This is an optimization exercise on Yosys and OpenROAD, whose aim is small area, a short achievable clock period and few clock cycles, not a production implementation. In this exercise RTL edits were held to simulation tests only and were not proved equivalent to the original. Power and IR drop assume default switching activity.

// moldudp64_rx_top
module moldudp64_rx_top
(
	input  wire        clk,
	input  wire        nreset,
	input  wire        s_tvalid,
	input  wire        s_tlast,
	input  wire [7:0]  s_tkeep,
	input  wire [63:0] s_tdata,
	output logic       s_tready,
	output logic       msg_valid,
	output logic       msg_start,
	output logic       msg_last,
	output logic [7:0] msg_mask,
	output logic [63:0] msg_data,
	output logic [79:0] msg_sid,
	output logic [63:0] msg_seq
);
localparam logic [2:0] M_H0 = 3'd0;    
localparam logic [2:0] M_H1 = 3'd1;    
localparam logic [2:0] M_H2 = 3'd2;    
localparam logic [2:0] M_LEN = 3'd3;   
localparam logic [2:0] M_BODY = 3'd4;  
logic [2:0]  mode_q;
logic [63:0] w0_q;
logic [3:0]  c_q;       
logic [15:0] rem_q;     
logic [3:0]  lw_q;      
logic [3:0]  np_q;      
logic        npok_q;    
logic [3:0]  lsel_q;    
logic        lastw_q;   
logic        zl_q;      
logic        first_q;   
logic [15:0] cnt_q;     
logic        lastmsg_q;
logic        fresh_q;   
logic        want_q;    
logic        need_q;    
logic        hold_q;    
logic [79:0] sid_q;
logic [63:0] seq_q;
logic        iv_q;
logic        inomsg_q;
logic [63:0] in_q;
logic        ov_q, os_q, ol_q;
logic [7:0]  om_q;
logic [63:0] od_q;
logic [7:0]  win [0:15];
logic [15:0] win_z;     
logic [15:0] win_le8;   
always_comb begin
	for (int i = 0; i < 8; i++) begin
		win[i]   = w0_q[8*i +: 8];
  ...
For scale: ~410 flip-flops, about 300 I/O pins, about 21000 um^2 of cells after synthesis.
Settings: LEC_CHECK=0, CAP_MARGIN=20, CORE_MARGIN=2, CORE_UTILIZATION=40, SETUP_SLACK_MARGIN=4.0, SLEW_MARGIN=20; clock period 6.5 ns.
run.sh (not shown) runs the stock make flow with config.mk's settings and CLKGATE_MAP_FILE= SYNTH_SCRIPT=/design/flow/synth_recipe.tcl, a recipe that flattens the netlist after the stock synthesis.
The starting point finished with timing, DRC and antenna clean.
Testbench counts at the start, summed over its fixed seeds: cycles 15,562.
Change:
==> flow/flow/run.sh (new file) <==
#!/bin/bash
# Layout: the standard flow (standard.sh, all steps to finish), with
# sky130_fd_sc_hd__buf_1 as the cell that buffers each input and output port.
# The full output of the run goes to standard.log in this folder; ORFS keeps
# each step's own log under orfs/logs.
set -uo pipefail
export BUFFER_PORTS_ARGS="-buffer_cell sky130_fd_sc_hd__buf_1"
bash standard.sh > standard.log 2>&1
status=$?
tail -n 20 standard.log
exit $status
==> flow/standard.sh (new file) <==
#!/bin/bash
# synth_recipe.tcl (not shown) runs the flow's synth.tcl, then flattens the netlist and writes it again
# the make line also repeats each setting of config.mk as NAME=value (left out here)
make -C /OpenROAD-flow-scripts/flow DESIGN_CONFIG=/design/flow/config.mk WORK_HOME=/design/flow/orfs CLKGATE_MAP_FILE= SYNTH_SCRIPT=/design/flow/synth_recipe.tcl "${@:-finish}"
--- a/flow/config.mk
+++ b/flow/config.mk
@@ -11 +11 @@
-export SETUP_SLACK_MARGIN = 4.0
+export SETUP_SLACK_MARGIN = 3.5
removed: flow/run.sh
The changed run produced a clean layout.
Hold slack gains 0.014 ns.
Cell count decreases by 4.1%.
Non-clock buffer count decreases by 121.
Die area is unchanged.
Clock power increases by about 7%.
Design area decreases by about 9%.
Count of clock-buffer cells in the layout decreases by 8.
Via count decreases by about 4%.
Sequential cell count does not change.
Register-to-register slack loses 0.31 ns.
Critical path depth is unchanged.

---

north:
moldudp64_rx_top, a different RTL version from the one above (not shown whole).
Size in the first run: about 1800 cells after synthesis, roughly 440 flip-flops, ~300 I/O pins, roughly 21000 sq um of cells after synthesis.
clock: 6.5 ns
lec_check: 0
cap_margin: 20
core_margin: 2
core_utilization: 40
setup_slack_margin: 4.0
slew_margin: 20
standard.sh (not shown) runs the stock make flow with config.mk's settings and CLKGATE_MAP_FILE= SYNTH_SCRIPT=/design/flow/synth_recipe.tcl, a recipe that flattens the netlist after the stock synthesis.
==> flow/flow/run.sh <==
#!/bin/bash
# Layout: the standard flow (standard.sh, all steps to finish), with
# sky130_fd_sc_hd__buf_1 as the cell that buffers each input and output port.
# The full output of the run goes to standard.log in this folder; ORFS keeps
# each step's own log under orfs/logs.
set -uo pipefail
export BUFFER_PORTS_ARGS="-buffer_cell sky130_fd_sc_hd__buf_1"
bash standard.sh > standard.log 2>&1
status=$?
tail -n 20 standard.log
exit $status
north reached the final stage; the timing, design-rule and antenna checks on its layout passed.
Testbench counts of north, summed over its fixed seeds: cycles 15,562.
> inputs changed (north -> west)
Settings: a change of CORE_UTILIZATION from 40 to 60.
--- a/flow/flow/run.sh
+++ b/flow/flow/run.sh
@@ -3 +3,3 @@
-# sky130_fd_sc_hd__buf_1 as the cell that buffers each input and output port.
+# - sky130_fd_sc_hd__buf_1 as the cell that buffers each input and output port;
+# - clock tree synthesis on larger sink clusters driven by clkbuf_16 cells,
+#   without dummy loads (the other CTS options are the standard ones).
@@ -7,0 +10 @@
+export CTS_ARGS="-sink_clustering_enable -repair_clock_nets -dont_use_dummy_load -sink_clustering_size 25 -sink_clustering_max_diameter 60 -buf_list {sky130_fd_sc_hd__clkbuf_16}"
--- outcome ---
- west vs north on buffer count excluding the clock tree in the final layout: west is the lower one.
- Overall power of the completed layout shrinks by a little under 10% when moving from north to west.
- Comparing west and north, the lower register clock-pin slew on the reported worst setup and hold paths is on north.
- | setup slack | west vs north | worse |
- Between west and north, fmax is lower for west, north comes in above that.
- Area added between synthesis and finish, west and north, higher one = north.
- The total number of tap cells number comes out lower for west vs north.
- Count of multi-input combinational gates: west vs north identical
- Comparing north against west, there is no change at all in number of clock sinks.
- west vs north, type of the worst setup path: reg -> reg vs reg -> out
- Looking at critical path depth across west and north, the one that comes out higher is west.
- Comparing west with north, the fraction of met3 tracks used by global routing came out essentially unchanged.

---

moldudp64_rx_top, a different RTL version from the one above (not shown whole).
Size in the first run: ~1800 cells after synthesis, roughly 440 flip-flops, ~300 I/O pins.
Settings: LEC_CHECK=0, CAP_MARGIN=20, CORE_MARGIN=2, CORE_UTILIZATION=60, SETUP_SLACK_MARGIN=4.3, SLEW_MARGIN=20, TNS_END_PERCENT=30; clock period 6.5 ns.
==> flow/flow/run.sh <==
#!/bin/bash
# Layout: the standard flow (standard.sh, all steps to finish), with
# - sky130_fd_sc_hd__buf_1 as the cell that buffers each input and output port;
# - clock tree synthesis on larger sink clusters driven by clkbuf_16 cells,
#   without dummy loads (the other CTS options are the standard ones).
# The full output of the run goes to standard.log in this folder; ORFS keeps
# each step's own log under orfs/logs.
set -uo pipefail
export BUFFER_PORTS_ARGS="-buffer_cell sky130_fd_sc_hd__buf_1"
export CTS_ARGS="-sink_clustering_enable -repair_clock_nets -dont_use_dummy_load -sink_clustering_size 25 -sink_clustering_max_diameter 60 -buf_list {sky130_fd_sc_hd__clkbuf_16}"
bash standard.sh > standard.log 2>&1
status=$?
tail -n 20 standard.log
exit $status
The first run completed without violations.
Testbench counts at the start, summed over its fixed seeds: cycles 15,562.
Next try:
--- a/flow/config.mk
+++ b/flow/config.mk
@@ -9,4 +9,4 @@
 export CORE_MARGIN = 2
-export CORE_UTILIZATION = 60
-export SETUP_SLACK_MARGIN = 4.3
+export CORE_UTILIZATION = 70
+export SETUP_SLACK_MARGIN = 4.0
 export SLEW_MARGIN = 20
Effect:
- design area goes down by 8.4%
- synthesized area is unchanged
- final cell count goes down by 8.6%
- clock skew goes down by 0.011 ns
- power goes down by 4.0%
- utilization goes up by 5.2 points

[separate check: timing with driven ports]
The results above use ideal ports. As a check the final layouts listed here were re-extracted and re-timed, cells and wires unchanged.
Step 1 sets driving cells, clkbuf_16 on the clock port and buf_2 on the other inputs (assumed; they add their load-dependent delay and slew).
Step 2 also shifts input and output timing later by t, the mid clock arrival at the registers, as if the neighbouring blocks saw the same clock.
Three values: no drivers, after step 1, after step 2; two values: the first two.
run	shift t [ns]	slack for setup (ns)	worst setup path after step 2	pins driven straight from the clock port
the first run of note 1	0.645	3.707 / 3.707 / 3.620	input to register	1
the second run of note 1	0.649	3.393 / 3.393 / 3.393	register to register	1
north	0.644	3.912 / 3.851 / 3.625	input to register	1
west	0.562	3.886 / 3.886 / 3.819	input to register	1
the first run of note 3	0.588	3.979 / 3.922 / 3.700	input to register	1
the second run of note 3	0.565	3.942 / 3.887 / 3.736	input to register	1
After both steps every run listed still meets setup and hold. For north, which loses most, drivers alone change the setup slack by -0.061 ns; drivers and shift together by -0.287 ns.
